Context: an optimization exercise on an open-source flow, tuned for small area. The choices shown serve that exercise and are no tape-out recipe. At most, simulation tests tie the RTL to the original design; equivalence was not proved. Power figures rest on the tool's default switching activity, not on a simulated workload.

==> inputs of job 5003 <==
==> flow/design.v <==
package conv_pkg;
	typedef logic [$clog2(16)-1:0] col_t;    
	typedef logic [$clog2(12)-1:0] row_t;    
	typedef logic [3*(3 * 8)-1:0] column_t;    
endpackage
`timescale 1ns/1ps
module conv_window_top
(
	input  logic                                          i_sclk,
	input  logic                                          i_arst_n,
	input  logic                                          i_vsync,
	input  logic                                          i_valid,
	input  logic [(3 * 8)-1:0]                             i_tdata,
	output logic                                          o_vsync,
	output logic                                          o_hsync,
	output logic                                          o_valid,
	output logic [3*3*(3 * 8)-1:0]     o_tdata
);
	localparam int K       = 3;
	localparam int ROW_LEN = 16 - 1;                  
	localparam int CHAIN   = (K-1)*ROW_LEN + K;           
	localparam int NE      = K * K;
	localparam int CW      = $clog2(16);
	localparam int RW      = $clog2(12 + 1);
	logic [CW-1:0]          col;                          
	logic [RW-1:0]          row;                          
	logic                   first_pend;                   
	logic                   emit;
	logic [(3 * 8)-1:0]      pix_d;                        
	logic                   shift;                        
	logic                   emit_d;
	logic                   row_first_d;
	logic                   frame_first_d;
	logic [CHAIN*(3 * 8)-1:0] chain;                      
	assign emit = i_valid && !i_vsync && !row[0] && (row >= RW'(K-1)) && (row < RW'(12)) &&
		!col[0] && (col >= CW'(K-1));
	always_ff @(posedge i_sclk or negedge i_arst_n)
	begin
		if (!i_arst_n)
			row <= RW'(12);
		else if (i_vsync)
			row <= '0;
		else if (i_valid && (col == CW'(16 - 1)) && (row != RW'(12)))
			row <= row + 1'b1;
	end
	always_ff @(posedge i_sclk)
	begin
		if (i_vsync)
		begin
			col        <= '0;
			first_pend <= 1'b1;
		end
		else
		begin
			if (i_valid)
				col <= col + 1'b1;                        
			if (emit)
				first_pend <= 1'b0;
		end
	end
	always_ff @(posedge i_sclk or negedge i_arst_n)
	begin
		if (!i_arst_n)
		begin
			emit_d        <= 1'b0;
			row_first_d   <= 1'b0;
			frame_first_d <= 1'b0;
			o_valid       <= 1'b0;
			o_hsync       <= 1'b0;
			o_vsync       <= 1'b0;
		end
		else
		begin
			emit_d        <= emit;
			row_first_d   <= emit && (col == CW'(K-1));
			frame_first_d <= emit && first_pend;
			o_valid       <= emit_d;
			o_hsync       <= row_first_d;
			o_vsync       <= frame_first_d;
		end
	end
	always_ff @(posedge i_sclk)
	begin
		pix_d <= i_tdata;
		shift <= i_valid && (col != CW'(16 - 1));
	end
	always_ff @(posedge i_sclk)
	begin
		if (shift)
		begin
			chain <= {chain[(CHAIN-1)*(3 * 8)-1:0], pix_d};
		end
	end
	always_comb
	begin
		for (int rr = 0; rr < K; rr++)
			for (int cc = 0; cc < K; cc++)
			begin
				o_tdata[2*NE*8 + (NE-1-(rr*K+cc))*8 +: 8] = chain[((K-1-rr)*ROW_LEN + (K-1-cc))*(3 * 8) + 2*8 +: 8];
				o_tdata[  NE*8 + (NE-1-(rr*K+cc))*8 +: 8] = chain[((K-1-rr)*ROW_LEN + (K-1-cc))*(3 * 8) + 8 +: 8];
				o_tdata[            (NE-1-(rr*K+cc))*8 +: 8] = chain[((K-1-rr)*ROW_LEN + (K-1-cc))*(3 * 8) + 0 +: 8];
			end
	end
endmodule
==> flow/flow/run.sh <==
#!/bin/bash
# Standard ORFS layout with two changes:
#  - port buffers use the smallest buffer cell
#  - CTS: clkbuf_8 only, larger sink clusters, no dummy loads
set -euo pipefail
cat >> config.mk <<'CFG'
export BUFFER_PORTS_ARGS = -buffer_cell sky130_fd_sc_hd__buf_1
export CTS_ARGS = -sink_clustering_enable -repair_clock_nets -dont_use_dummy_load -buf_list sky130_fd_sc_hd__clkbuf_8 -sink_clustering_size 20 -sink_clustering_max_diameter 60
CFG
bash standard.sh > standard.log 2>&1
==> flow/standard.sh <==
#!/bin/bash
# synth_recipe.tcl (not shown) runs the flow's synth.tcl, then flattens the netlist and writes it again
# the make line also repeats each setting of config.mk as NAME=value (left out here)
make -C /OpenROAD-flow-scripts/flow DESIGN_CONFIG=/design/flow/config.mk WORK_HOME=/design/flow/orfs CLKGATE_MAP_FILE= SYNTH_SCRIPT=/design/flow/synth_recipe.tcl "${@:-finish}"
==> flow/config.mk <==
export PLATFORM = sky130hd
export DESIGN_NAME = conv_window_top
export DESIGN_NICKNAME = conv_window_top
export VERILOG_FILES = /design/flow/design.v
export SDC_FILE = /design/flow/constraint.sdc
export NUM_CORES = 4
export LEC_CHECK = 0
export CAP_MARGIN = 20
export CORE_MARGIN = 2
export CORE_UTILIZATION = 65
export SLEW_MARGIN = 20
export BUFFER_PORTS_ARGS = -buffer_cell sky130_fd_sc_hd__buf_1
export CTS_ARGS = -sink_clustering_enable -repair_clock_nets -dont_use_dummy_load -buf_list sky130_fd_sc_hd__clkbuf_8 -sink_clustering_size 20 -sink_clustering_max_diameter 60
==> flow/constraint.sdc <==
create_clock -name core_clock -period 4.0 [get_ports {i_sclk}]
set_input_delay 0.8000 -clock core_clock [delete_from_list [all_inputs] [get_ports {i_sclk}]]
set_output_delay 0.8000 -clock core_clock [all_outputs]
set_load 0.01 [all_outputs]
==> inputs of job 8370, as changes to job 5003 <==
--- a/flow/design.v
+++ b/flow/design.v
@@ -27,11 +27,8 @@
 	logic                   first_pend;                   
-	logic                   emit;
+	logic                   accept;
+	logic                   win;                          
 	logic [(3 * 8)-1:0]      pix_d;                        
 	logic                   shift;                        
-	logic                   emit_d;
-	logic                   row_first_d;
-	logic                   frame_first_d;
 	logic [CHAIN*(3 * 8)-1:0] chain;                      
-	assign emit = i_valid && !i_vsync && !row[0] && (row >= RW'(K-1)) && (row < RW'(12)) &&
-		!col[0] && (col >= CW'(K-1));
+	assign accept = i_valid && !i_vsync;
 	always_ff @(posedge i_sclk or negedge i_arst_n)
@@ -56,25 +53,4 @@
 				col <= col + 1'b1;                        
-			if (emit)
+			if (win)
 				first_pend <= 1'b0;
-		end
-	end
-	always_ff @(posedge i_sclk or negedge i_arst_n)
-	begin
-		if (!i_arst_n)
-		begin
-			emit_d        <= 1'b0;
-			row_first_d   <= 1'b0;
-			frame_first_d <= 1'b0;
-			o_valid       <= 1'b0;
-			o_hsync       <= 1'b0;
-			o_vsync       <= 1'b0;
-		end
-		else
-		begin
-			emit_d        <= emit;
-			row_first_d   <= emit && (col == CW'(K-1));
-			frame_first_d <= emit && first_pend;
-			o_valid       <= emit_d;
-			o_hsync       <= row_first_d;
-			o_vsync       <= frame_first_d;
 		end
@@ -84,3 +60,20 @@
 		pix_d <= i_tdata;
-		shift <= i_valid && (col != CW'(16 - 1));
+		shift <= accept && (col != CW'(16 - 1));
+	end
+	assign win = shift && !row[0] && (row >= RW'(K-1)) && (row < RW'(12)) &&
+		col[0] && (col >= CW'(K));
+	always_ff @(posedge i_sclk or negedge i_arst_n)
+	begin
+		if (!i_arst_n)
+		begin
+			o_valid <= 1'b0;
+			o_hsync <= 1'b0;
+			o_vsync <= 1'b0;
+		end
+		else
+		begin
+			o_valid <= win;
+			o_hsync <= win && (col == CW'(K));
+			o_vsync <= win && first_pend;
+		end
 	end
--- a/flow/config.mk
+++ b/flow/config.mk
@@ -9,3 +9,3 @@
 export CORE_MARGIN = 2
-export CORE_UTILIZATION = 65
+export CORE_UTILIZATION = 75
 export SLEW_MARGIN = 20
==> inputs of job 2165, as changes to job 5003 <==
--- a/flow/design.v
+++ b/flow/design.v
@@ -27,11 +27,8 @@
 	logic                   first_pend;                   
-	logic                   emit;
+	logic                   accept;
+	logic                   win;                          
 	logic [(3 * 8)-1:0]      pix_d;                        
 	logic                   shift;                        
-	logic                   emit_d;
-	logic                   row_first_d;
-	logic                   frame_first_d;
 	logic [CHAIN*(3 * 8)-1:0] chain;                      
-	assign emit = i_valid && !i_vsync && !row[0] && (row >= RW'(K-1)) && (row < RW'(12)) &&
-		!col[0] && (col >= CW'(K-1));
+	assign accept = i_valid && !i_vsync;
 	always_ff @(posedge i_sclk or negedge i_arst_n)
@@ -56,25 +53,4 @@
 				col <= col + 1'b1;                        
-			if (emit)
+			if (win)
 				first_pend <= 1'b0;
-		end
-	end
-	always_ff @(posedge i_sclk or negedge i_arst_n)
-	begin
-		if (!i_arst_n)
-		begin
-			emit_d        <= 1'b0;
-			row_first_d   <= 1'b0;
-			frame_first_d <= 1'b0;
-			o_valid       <= 1'b0;
-			o_hsync       <= 1'b0;
-			o_vsync       <= 1'b0;
-		end
-		else
-		begin
-			emit_d        <= emit;
-			row_first_d   <= emit && (col == CW'(K-1));
-			frame_first_d <= emit && first_pend;
-			o_valid       <= emit_d;
-			o_hsync       <= row_first_d;
-			o_vsync       <= frame_first_d;
 		end
@@ -84,3 +60,20 @@
 		pix_d <= i_tdata;
-		shift <= i_valid && (col != CW'(16 - 1));
+		shift <= accept && (col != CW'(16 - 1));
+	end
+	assign win = shift && !row[0] && (row >= RW'(K-1)) && (row < RW'(12)) &&
+		col[0] && (col >= CW'(K));
+	always_ff @(posedge i_sclk or negedge i_arst_n)
+	begin
+		if (!i_arst_n)
+		begin
+			o_valid <= 1'b0;
+			o_hsync <= 1'b0;
+			o_vsync <= 1'b0;
+		end
+		else
+		begin
+			o_valid <= win;
+			o_hsync <= win && (col == CW'(K));
+			o_vsync <= win && first_pend;
+		end
 	end
--- a/flow/flow/run.sh
+++ b/flow/flow/run.sh
@@ -8,2 +8,3 @@
 export CTS_ARGS = -sink_clustering_enable -repair_clock_nets -dont_use_dummy_load -buf_list sky130_fd_sc_hd__clkbuf_8 -sink_clustering_size 20 -sink_clustering_max_diameter 60
+export RECOVER_POWER = 100
 CFG
--- a/flow/config.mk
+++ b/flow/config.mk
@@ -9,3 +9,3 @@
 export CORE_MARGIN = 2
-export CORE_UTILIZATION = 65
+export CORE_UTILIZATION = 80
 export SLEW_MARGIN = 20
@@ -13 +13,2 @@
 export CTS_ARGS = -sink_clustering_enable -repair_clock_nets -dont_use_dummy_load -buf_list sky130_fd_sc_hd__clkbuf_8 -sink_clustering_size 20 -sink_clustering_max_diameter 60
+export RECOVER_POWER = 100
==> comparison <==
Job 8370 completed without violations. Job 2165 reached the layout checks and failed them: capacitance limit, slew limit. Job 5003 passed the timing, design-rule and antenna checks.
The highest combinational power belongs to job 5003, the lowest to job 2165.
Of job 5003 and job 8370, job 8370 has the higher hold slack (gap 0.15 ns).
Of job 8370 and job 5003, job 5003 has the higher sequential cell count (gap 3).
Of job 8370 and job 5003, job 5003 has the higher via count (gap about 0.5%, measured against job 5003).
Wire length, lowest first: job 2165, job 5003, job 8370.
The lowest design area belongs to job 2165, the highest to job 5003.
Between job 8370 and job 2165, the lower worst setup slack is in job 2165 (gap 0.59 ns).
Clock-buffer cell count: job 2165 is lower than job 5003 (2).
Global-route usage, highest first: job 8370, job 2165, job 5003.
Clock power is about the same in job 8370 and job 2165.
No functional check of the RTL was part of job 5003.

==> inputs of wip/violet <==
// conv_window_top: RTL as listed in full above, without the edits since
export LEC_CHECK = 0
export CAP_MARGIN = 20
export CORE_MARGIN = 2
export CORE_UTILIZATION = 75
export SLEW_MARGIN = 20
export BUFFER_PORTS_ARGS = -buffer_cell sky130_fd_sc_hd__buf_1
export CTS_ARGS = -sink_clustering_enable -repair_clock_nets -dont_use_dummy_load -buf_list sky130_fd_sc_hd__clkbuf_8 -sink_clustering_size 20 -sink_clustering_max_diameter 60
create_clock -name core_clock -period 4.0 [get_ports {i_sclk}]
standard.sh (not shown) runs the stock make flow with config.mk's settings and CLKGATE_MAP_FILE= SYNTH_SCRIPT=/design/flow/synth_recipe.tcl, a recipe that flattens the netlist after the stock synthesis.
==> flow/flow/run.sh <==
#!/bin/bash
# Standard ORFS layout with two changes:
#  - port buffers use the smallest buffer cell
#  - CTS: clkbuf_8 only, larger sink clusters, no dummy loads
set -euo pipefail
cat >> config.mk <<'CFG'
export BUFFER_PORTS_ARGS = -buffer_cell sky130_fd_sc_hd__buf_1
export CTS_ARGS = -sink_clustering_enable -repair_clock_nets -dont_use_dummy_load -buf_list sky130_fd_sc_hd__clkbuf_8 -sink_clustering_size 20 -sink_clustering_max_diameter 60
CFG
bash standard.sh > standard.log 2>&1
==> wip/nickel: changes against wip/violet <==
==> flow/design.v, changed modules only <==
module conv_window_top
(
	input  logic                                          i_sclk,
	input  logic                                          i_arst_n,
	input  logic                                          i_vsync,
	input  logic                                          i_valid,
	input  logic [(3 * 8)-1:0]                             i_tdata,
	output logic                                          o_vsync,
	output logic                                          o_hsync,
	output logic                                          o_valid,
	output logic [3*3*(3 * 8)-1:0]     o_tdata
);
	localparam int K       = 3;
	localparam int ROW_LEN = 16 - 1;                  
	localparam int CHAIN   = (K-1)*ROW_LEN + K;           
	localparam int NE      = K * K;
	localparam int CW      = $clog2(16);
	localparam int RW      = $clog2(12 + 1);
	logic [CW-1:0]          col;                          
	logic [RW-1:0]          row;
	logic                   active;                       
	logic                   first_pend;                   
	logic                   accept;
	logic                   emit;
	logic [(3 * 8)-1:0]      pix_d;                        
	logic                   shift;                        
	logic                   emit_d;
	logic                   row_first_d;
	logic                   frame_first_d;
	logic [CHAIN*(3 * 8)-1:0] chain;                      
	assign accept = i_valid && !i_vsync;
	assign emit   = accept && active && !row[0] && (row >= RW'(K-1)) && (row < RW'(12)) &&
		!col[0] && (col >= CW'(K-1));
	always_ff @(posedge i_sclk or negedge i_arst_n)
	begin
		if (!i_arst_n)
		begin
			col        <= '0;
			row        <= '0;
			active     <= 1'b0;
			first_pend <= 1'b0;
		end
		else if (i_vsync)
		begin
			col        <= '0;
			row        <= '0;
			active     <= 1'b1;
			first_pend <= 1'b1;
		end
		else
		begin
			if (i_valid)
			begin
				col <= col + 1'b1;                        
				if (col == CW'(16 - 1))
				begin
					row <= row + 1'b1;
					if (row == RW'(12 - 1))
						active <= 1'b0;                   
				end
			end
			if (emit)
				first_pend <= 1'b0;
		end
	end
	always_ff @(posedge i_sclk or negedge i_arst_n)
	begin
		if (!i_arst_n)
		begin
			emit_d        <= 1'b0;
			row_first_d   <= 1'b0;
			frame_first_d <= 1'b0;
			o_valid       <= 1'b0;
			o_hsync       <= 1'b0;
			o_vsync       <= 1'b0;
		end
		else
		begin
			emit_d        <= emit;
			row_first_d   <= emit && (col == CW'(K-1));
			frame_first_d <= emit && first_pend;
			o_valid       <= emit_d;
			o_hsync       <= row_first_d;
			o_vsync       <= frame_first_d;
		end
	end
	always_ff @(posedge i_sclk)
	begin
		pix_d <= i_tdata;
		shift <= i_valid && (col != CW'(16 - 1));
	end
	always_ff @(posedge i_sclk)
	begin
		if (shift)
		begin
			chain <= {chain[(CHAIN-1)*(3 * 8)-1:0], pix_d};
		end
	end
	always_comb
	begin
		for (int rr = 0; rr < K; rr++)
			for (int cc = 0; cc < K; cc++)
			begin
				o_tdata[2*NE*8 + (NE-1-(rr*K+cc))*8 +: 8] = chain[((K-1-rr)*ROW_LEN + (K-1-cc))*(3 * 8) + 2*8 +: 8];
				o_tdata[  NE*8 + (NE-1-(rr*K+cc))*8 +: 8] = chain[((K-1-rr)*ROW_LEN + (K-1-cc))*(3 * 8) + 8 +: 8];
				o_tdata[            (NE-1-(rr*K+cc))*8 +: 8] = chain[((K-1-rr)*ROW_LEN + (K-1-cc))*(3 * 8) + 0 +: 8];
			end
	end
endmodule
==> flow/run.sh (new file) <==
#!/bin/bash
# synth_recipe.tcl (not shown) runs the flow's synth.tcl, then flattens the netlist and writes it again
# the make line also repeats each setting of config.mk as NAME=value (left out here)
make -C /OpenROAD-flow-scripts/flow DESIGN_CONFIG=/design/flow/config.mk WORK_HOME=/design/flow/orfs CLKGATE_MAP_FILE= SYNTH_SCRIPT=/design/flow/synth_recipe.tcl finish
==> flow/config.mk (replaced) <==
export PLATFORM = sky130hd
export DESIGN_NAME = conv_window_top
export DESIGN_NICKNAME = conv_window_top
export VERILOG_FILES = /design/flow/design.v
export SDC_FILE = /design/flow/constraint.sdc
export NUM_CORES = 4
export LEC_CHECK = 0
export CAP_MARGIN = 20
export CORE_MARGIN = 2
export CORE_UTILIZATION = 40
export SLEW_MARGIN = 20
removed: flow/flow/run.sh
removed: flow/standard.sh
==> wip/quartz: changes against wip/violet <==
==> flow/design.v, changed modules only <==
module conv_window_top
(
	input  logic                                          i_sclk,
	input  logic                                          i_arst_n,
	input  logic                                          i_vsync,
	input  logic                                          i_valid,
	input  logic [(3 * 8)-1:0]                             i_tdata,
	output logic                                          o_vsync,
	output logic                                          o_hsync,
	output logic                                          o_valid,
	output logic [3*3*(3 * 8)-1:0]     o_tdata
);
	localparam int K       = 3;
	localparam int ROW_LEN = 16 - 1;                  
	localparam int CHAIN   = (K-1)*ROW_LEN + K;           
	localparam int NE      = K * K;
	localparam int CW      = $clog2(16);
	localparam int RW      = $clog2(12 + 1);
	logic [CW-1:0]          col;                          
	logic [RW-1:0]          row;                          
	logic                   first_pend;                   
	logic                   accept;
	logic                   win;                          
	logic [(3 * 8)-1:0]      pix_d;                        
	logic                   shift;                        
	logic [CHAIN*(3 * 8)-1:0] chain;                      
	assign accept = i_valid && !i_vsync;
	always_ff @(posedge i_sclk or negedge i_arst_n)
	begin
		if (!i_arst_n)
			row <= RW'(12);
		else if (i_vsync)
			row <= '0;
		else if (i_valid && (col == CW'(16 - 1)) && (row != RW'(12)))
			row <= row + 1'b1;
	end
	always_ff @(posedge i_sclk or negedge i_arst_n)
	begin
		if (!i_arst_n)
		begin
			col        <= '0;
			first_pend <= 1'b0;
		end
		else if (i_vsync)
		begin
			col        <= '0;
			first_pend <= 1'b1;
		end
		else
		begin
			if (i_valid)
				col <= col + 1'b1;                        
			if (win)
				first_pend <= 1'b0;
		end
	end
	always_ff @(posedge i_sclk)
	begin
		pix_d <= i_tdata;
		shift <= accept && (col != CW'(16 - 1));
	end
	assign win = shift && !row[0] && (row >= RW'(K-1)) && (row < RW'(12)) &&
		col[0] && (col >= CW'(K));
	always_ff @(posedge i_sclk or negedge i_arst_n)
	begin
		if (!i_arst_n)
		begin
			o_valid <= 1'b0;
			o_hsync <= 1'b0;
			o_vsync <= 1'b0;
		end
		else
		begin
			o_valid <= win;
			o_hsync <= win && (col == CW'(K));
			o_vsync <= win && first_pend;
		end
	end
	always_ff @(posedge i_sclk)
	begin
		if (shift)
		begin
			chain <= {chain[(CHAIN-1)*(3 * 8)-1:0], pix_d};
		end
	end
	always_comb
	begin
		for (int rr = 0; rr < K; rr++)
			for (int cc = 0; cc < K; cc++)
			begin
				o_tdata[2*NE*8 + (NE-1-(rr*K+cc))*8 +: 8] = chain[((K-1-rr)*ROW_LEN + (K-1-cc))*(3 * 8) + 2*8 +: 8];
				o_tdata[  NE*8 + (NE-1-(rr*K+cc))*8 +: 8] = chain[((K-1-rr)*ROW_LEN + (K-1-cc))*(3 * 8) + 8 +: 8];
				o_tdata[            (NE-1-(rr*K+cc))*8 +: 8] = chain[((K-1-rr)*ROW_LEN + (K-1-cc))*(3 * 8) + 0 +: 8];
			end
	end
endmodule
==> flow/flow/run.sh (replaced) <==
#!/bin/bash
# Standard ORFS layout with two changes:
#  - port buffers use the smallest buffer cell
#  - CTS: clkbuf_8 only, larger sink clusters, no dummy loads
set -euo pipefail
cat >> config.mk <<'CFG'
export BUFFER_PORTS_ARGS = -buffer_cell sky130_fd_sc_hd__buf_1
export CTS_ARGS = -sink_clustering_enable -repair_clock_nets -dont_use_dummy_load -buf_list sky130_fd_sc_hd__clkbuf_8 -sink_clustering_size 18 -sink_clustering_max_diameter 60
CFG
bash standard.sh > standard.log 2>&1
==> flow/config.mk (replaced) <==
export PLATFORM = sky130hd
export DESIGN_NAME = conv_window_top
export DESIGN_NICKNAME = conv_window_top
export VERILOG_FILES = /design/flow/design.v
export SDC_FILE = /design/flow/constraint.sdc
export NUM_CORES = 4
export LEC_CHECK = 0
export CAP_MARGIN = 20
export CORE_MARGIN = 2
export CORE_UTILIZATION = 80
export SLEW_MARGIN = 20
export BUFFER_PORTS_ARGS = -buffer_cell sky130_fd_sc_hd__buf_1
export CTS_ARGS = -sink_clustering_enable -repair_clock_nets -dont_use_dummy_load -buf_list sky130_fd_sc_hd__clkbuf_8 -sink_clustering_size 18 -sink_clustering_max_diameter 60
==> notes <==
The lowest power belongs to wip/quartz, the highest to wip/nickel.
Synthesized area: wip/quartz < wip/violet < wip/nickel.
Flip-flop and latch count, highest first: wip/nickel, wip/violet, wip/quartz.
Synthesized cell count, highest first: wip/nickel, wip/violet, wip/quartz.
Against wip/quartz, the clock power of wip/nickel is higher by 140%.
In wip/quartz the maximum frequency is larger than in wip/nickel, by about 20%.
In wip/violet the clock skew is higher than in wip/quartz, by 0.0027 ns.
The RTL of wip/violet was laid out without a check of its function.

==> what the ideal ports hide <==
No port has a modelled driver above. Below, the same layouts with a new extraction and two added sets of constraints.
Step 1 sets driving cells, clkbuf_16 on the clock port and buf_2 on the other inputs (assumed; they add their load-dependent delay and slew).
Step 2 moves the port delays by t, midway between the first and last clock arrival at a register: inputs arrive t later, outputs are due t later. That takes back most of the time a late clock gives input paths.
a / b / c = ideal ports / drivers / drivers and shift; a / b = the first two.
run | shift t [ns] | setup WS [ns] | hold WS [ns] | clock arrival spread, ns | pins driven straight from the clock port
job 5003 | 0.667 | 1.934 / 1.885 / 1.778 | 0.112 / 0.084 / 0.359 | 0.056 / 0.056 | 1
job 8370 | 0.665 | 1.945 / 1.894 / 2.099 | 0.260 / 0.231 / 0.399 | 0.037 / 0.037 | 1
job 2165 | 0.628 | 1.353 / 1.353 / 1.353 | 0.061 / 0.042 / 0.364 | 0.044 / 0.044 | 1
wip/violet | 0.663 | 1.916 / 1.867 / 1.851 | 0.112 / 0.085 / 0.361 | 0.043 / 0.043 | 1
wip/nickel | 0.662 | 1.560 / 1.507 / 1.641 | 0.349 / 0.349 / 0.349 | 0.025 / 0.024 | 1
wip/quartz | 0.641 | 1.955 / 1.907 / 2.094 | 0.184 / 0.159 / 0.400 | 0.047 / 0.047 | 1
For job 5003, which loses most, drivers alone change the setup slack by -0.049 ns; drivers and shift together by -0.156 ns.
